This design comes from an exercise in tuning for a short achievable clock period and few clock cycles on the open sky130 flow, not from production work.
In this exercise RTL edits were held to simulation tests only and were not proved equivalent to the original.
Power and IR drop assume default switching activity.

## cache_nway
module cache_nway
#(
    parameter int unsigned DATA_WIDTH = 32,
    parameter int unsigned ADDR_WIDTH = 32,
    parameter int unsigned SETS       = 8,
    parameter int unsigned WAYS       = 2,
    parameter int unsigned LINE_WORDS = 4
) (
    input  logic                  clk_i,
    input  logic                  rst_i,
    input  logic                  MemWriteM_i,
    input  logic [1:0]            ResultSrcM_i,
    input  logic [2:0]            funct3_i,
    input  logic [ADDR_WIDTH-1:0] addr_i,
    input  logic [DATA_WIDTH-1:0] data_i,
    output logic [DATA_WIDTH-1:0] data_o,
    output logic                  stall_o,
    output logic                  cache_miss_o,
    output logic                  mem_req_o,
    output logic                  mem_we_o,
    output logic [ADDR_WIDTH-1:0] mem_addr_o,
    output logic [DATA_WIDTH-1:0] mem_wdata_o,
    input  logic [DATA_WIDTH-1:0] mem_rdata_i,
    input  logic                  mem_ack_i
);
Settings: LEC_CHECK=0, CAP_MARGIN=20, CELL_PAD_IN_SITES_DETAIL_PLACEMENT=1, CORE_MARGIN=2, CORE_UTILIZATION=35, PLACE_DENSITY=0.45, SETUP_SLACK_MARGIN=5, SLEW_MARGIN=20; clock period 10.0 ns.
standard.sh (not shown) runs the stock make flow with config.mk's settings and CLKGATE_MAP_FILE= SYNTH_SCRIPT=/design/flow/synth_recipe.tcl, a recipe that flattens the netlist after the stock synthesis.
==> flow/flow/run.sh <==
#!/bin/bash
# The standard layout, with these changes to how it is made:
#   - the port buffers are plain buffers instead of the platform's default (a delay cell);
#   - sizing may swap a cell for one with a different footprint (same function);
#   - the pin placer keeps the two ports of each one-gate input-to-output path together, and
#     detailed placement starts with that gate moved next to the port's output buffer.
set -euo pipefail
here=$(pwd)
bash standard.sh \
    MATCH_CELL_FOOTPRINT=0 \
    "BUFFER_PORTS_ARGS=-buffer_cell sky130_fd_sc_hd__buf_4" \
    SETUP_SLACK_MARGIN=6 \
    "PRE_IO_PLACEMENT_TCL=$here/flow/io.tcl" \
    "PRE_DETAIL_PLACE_TCL=$here/flow/pull.tcl" \
    finish > standard_flow.log 2>&1
==> flow/flow/io.tcl <==
# Keep each port pair joined by a one-gate path next to each other on the die's edge.
set_io_pin_constraint -group -order -pin_names {rst_i mem_req_o}
set_io_pin_constraint -group -order -pin_names {mem_ack_i stall_o}
==> flow/flow/pull.tcl <==
# Before detailed placement: put the gate that drives each one-gate input-to-output path's
# output buffer next to that buffer, near the port, so the path has no long wire.
proc my_pull_gate {block port} {
  set bt [$block findBTerm $port]
  if {$bt eq "NULL"} { return }
  set net [$bt getNet]
  set obuf ""
  foreach it [$net getITerms] { if {[$it isOutputSignal]} { set obuf [$it getInst] } }
  if {$obuf eq ""} { return }
  set innet ""
  foreach it [$obuf getITerms] { if {[$it isInputSignal]} { set innet [$it getNet] } }
  if {$innet eq "" || $innet eq "NULL"} { return }
  set gate ""
  foreach it [$innet getITerms] { if {[$it isOutputSignal]} { set gate [$it getInst] } }
  if {$gate eq ""} { return }
  if {[[$gate getMaster] isSequential]} { return }
  set loc [$obuf getLocation]
  $gate setLocation [lindex $loc 0] [lindex $loc 1]
  puts "pull: [$gate getName] ([[$gate getMaster] getName]) to [$obuf getName] at $loc for $port"
}
set my_block [ord::get_db_block]
foreach p {stall_o mem_req_o} { my_pull_gate $my_block $p }
Testbench counts at the start, summed over its fixed seeds: cycles 167,143.
Rerun with:
--- a/flow/flow/run.sh
+++ b/flow/flow/run.sh
@@ -10,5 +10,5 @@
     MATCH_CELL_FOOTPRINT=0 \
     "BUFFER_PORTS_ARGS=-buffer_cell sky130_fd_sc_hd__buf_4" \
-    SETUP_SLACK_MARGIN=6 \
+    SETUP_SLACK_MARGIN=6.5 \
     "PRE_IO_PLACEMENT_TCL=$here/flow/io.tcl" \
     "PRE_DETAIL_PLACE_TCL=$here/flow/pull.tcl" \
Result: The changed run produced a clean layout; clock skew increases by 3.3 ps; global-route usage increases by 0.80 points; setup slack improved by 12 ps; final area came out higher by 3.2%; non-clock buffer count grows by 232; fmax hardly moves; routed wire length grows by 1.9%; power climbs by 1.5%; area after synthesis stays the same; via count increases by 2.9%; clock-buffer cell count climbs by 11.

---

cache_nway, a different RTL version from the one above (not shown whole).
For scale: roughly 7300 cells after synthesis, roughly 2800 flip-flops, roughly 0.12 mm2 of cells after synthesis.
Settings: LEC_CHECK=0, CAP_MARGIN=20, CELL_PAD_IN_SITES_DETAIL_PLACEMENT=1, CORE_MARGIN=2, CORE_UTILIZATION=35, PLACE_DENSITY=0.45, SETUP_SLACK_MARGIN=5, SLEW_MARGIN=20; clock period 10.0 ns.
==> flow/flow/run.sh <==
#!/bin/bash
# The standard layout, with these changes to how it is made:
#   - the port buffers are plain buffers instead of the platform's default (a delay cell);
#   - sizing may swap a cell for one with a different footprint (same function);
#   - the pin placer keeps the two ports of each one-gate input-to-output path together.
set -euo pipefail
here=$(pwd)
bash standard.sh \
    MATCH_CELL_FOOTPRINT=0 \
    "BUFFER_PORTS_ARGS=-buffer_cell sky130_fd_sc_hd__buf_4" \
    SETUP_SLACK_MARGIN=6 \
    "PRE_IO_PLACEMENT_TCL=$here/flow/io.tcl" \
    finish > standard_flow.log 2>&1
Scripts as last shown in full above: flow/flow/io.tcl
The baseline finished clean.
Testbench counts at the start, summed over its fixed seeds: cycles 167,143.
==> next run, changes <==
--- a/flow/flow/run.sh
+++ b/flow/flow/run.sh
@@ -3,5 +3,6 @@
 #   - the port buffers are plain buffers instead of the platform's default (a delay cell);
 #   - sizing may swap a cell for one with a different footprint (same function);
-#   - the pin placer keeps the two ports of each one-gate input-to-output path together.
+#   - the pin placer keeps the two ports of each one-gate input-to-output path together, and
+#     detailed placement starts with that gate moved next to the port's output buffer.
 set -euo pipefail
 here=$(pwd)
@@ -11,3 +12,4 @@
     SETUP_SLACK_MARGIN=6 \
     "PRE_IO_PLACEMENT_TCL=$here/flow/io.tcl" \
+    "PRE_DETAIL_PLACE_TCL=$here/flow/pull.tcl" \
     finish > standard_flow.log 2>&1
==> flow/flow/pull.tcl (new file) <==
# Before detailed placement: put the gate that drives each one-gate input-to-output path's
# output buffer next to that buffer, near the port, so the path has no long wire.
proc my_pull_gate {block port} {
  set bt [$block findBTerm $port]
  if {$bt eq "NULL"} { return }
  set net [$bt getNet]
  set obuf ""
  foreach it [$net getITerms] { if {[$it isOutputSignal]} { set obuf [$it getInst] } }
  if {$obuf eq ""} { return }
  set innet ""
  foreach it [$obuf getITerms] { if {[$it isInputSignal]} { set innet [$it getNet] } }
  if {$innet eq "" || $innet eq "NULL"} { return }
  set gate ""
  foreach it [$innet getITerms] { if {[$it isOutputSignal]} { set gate [$it getInst] } }
  if {$gate eq ""} { return }
  if {[[$gate getMaster] isSequential]} { return }
  set loc [$obuf getLocation]
  $gate setLocation [lindex $loc 0] [lindex $loc 1]
  puts "pull: [$gate getName] ([[$gate getMaster] getName]) to [$obuf getName] at $loc for $port"
}
set my_block [ord::get_db_block]
foreach p {stall_o mem_req_o} { my_pull_gate $my_block $p }
Result: The changed run finished with timing, DRC and antenna clean. Worst setup slack improves by 0.17 ns. Cell count stays flat. Count of clock-buffer cells in the layout is lower by 15. Die area is unchanged. Total power goes up by 0.99%. Wire length rose by 1.4%. Maximum frequency is higher by 3.8%. Sequential share of layout area came out lower by 0.57 points. Cell area rises by 0.99%.

## re-timing with driven ports
How much do the figures lean on ideal ports? The routed layouts below were timed once more, with nothing changed but the port constraints.
Step 1: set_driving_cell puts a clkbuf_16 on clk_i and a buf_2 on each other input, an assumption about the parent block.
Step 2 moves the port delays by t, midway between the first and last clock arrival at a register: inputs arrive t later, outputs are due t later. That takes back most of the time a late clock gives input paths.
Three values: ideal, step 1, step 2; two values: the first two.
| run | t, ns | slack for setup (ns) | worst setup path at the end | slew at the worst register clock pin (ns) |
|---|---|---|---|---|
| the first run of note 1 | 1.064 | 5.665 / 5.415 / 4.351 | input to register | 0.07 / 0.07 |
| the second run of note 1 | 1.075 | 5.677 / 5.516 / 4.606 | input to register | 0.07 / 0.07 |
| the first run of note 2 | 1.034 | 5.356 / 5.162 / 4.129 | input to register | 0.07 / 0.07 |
| the second run of note 2 | 1.049 | 5.525 / 5.214 / 4.165 | input to register | 0.07 / 0.07 |
After both steps every run listed still meets setup and hold. For the second run of note 2, which loses most, drivers alone change the setup slack by -0.311 ns; drivers and shift together by -1.360 ns.
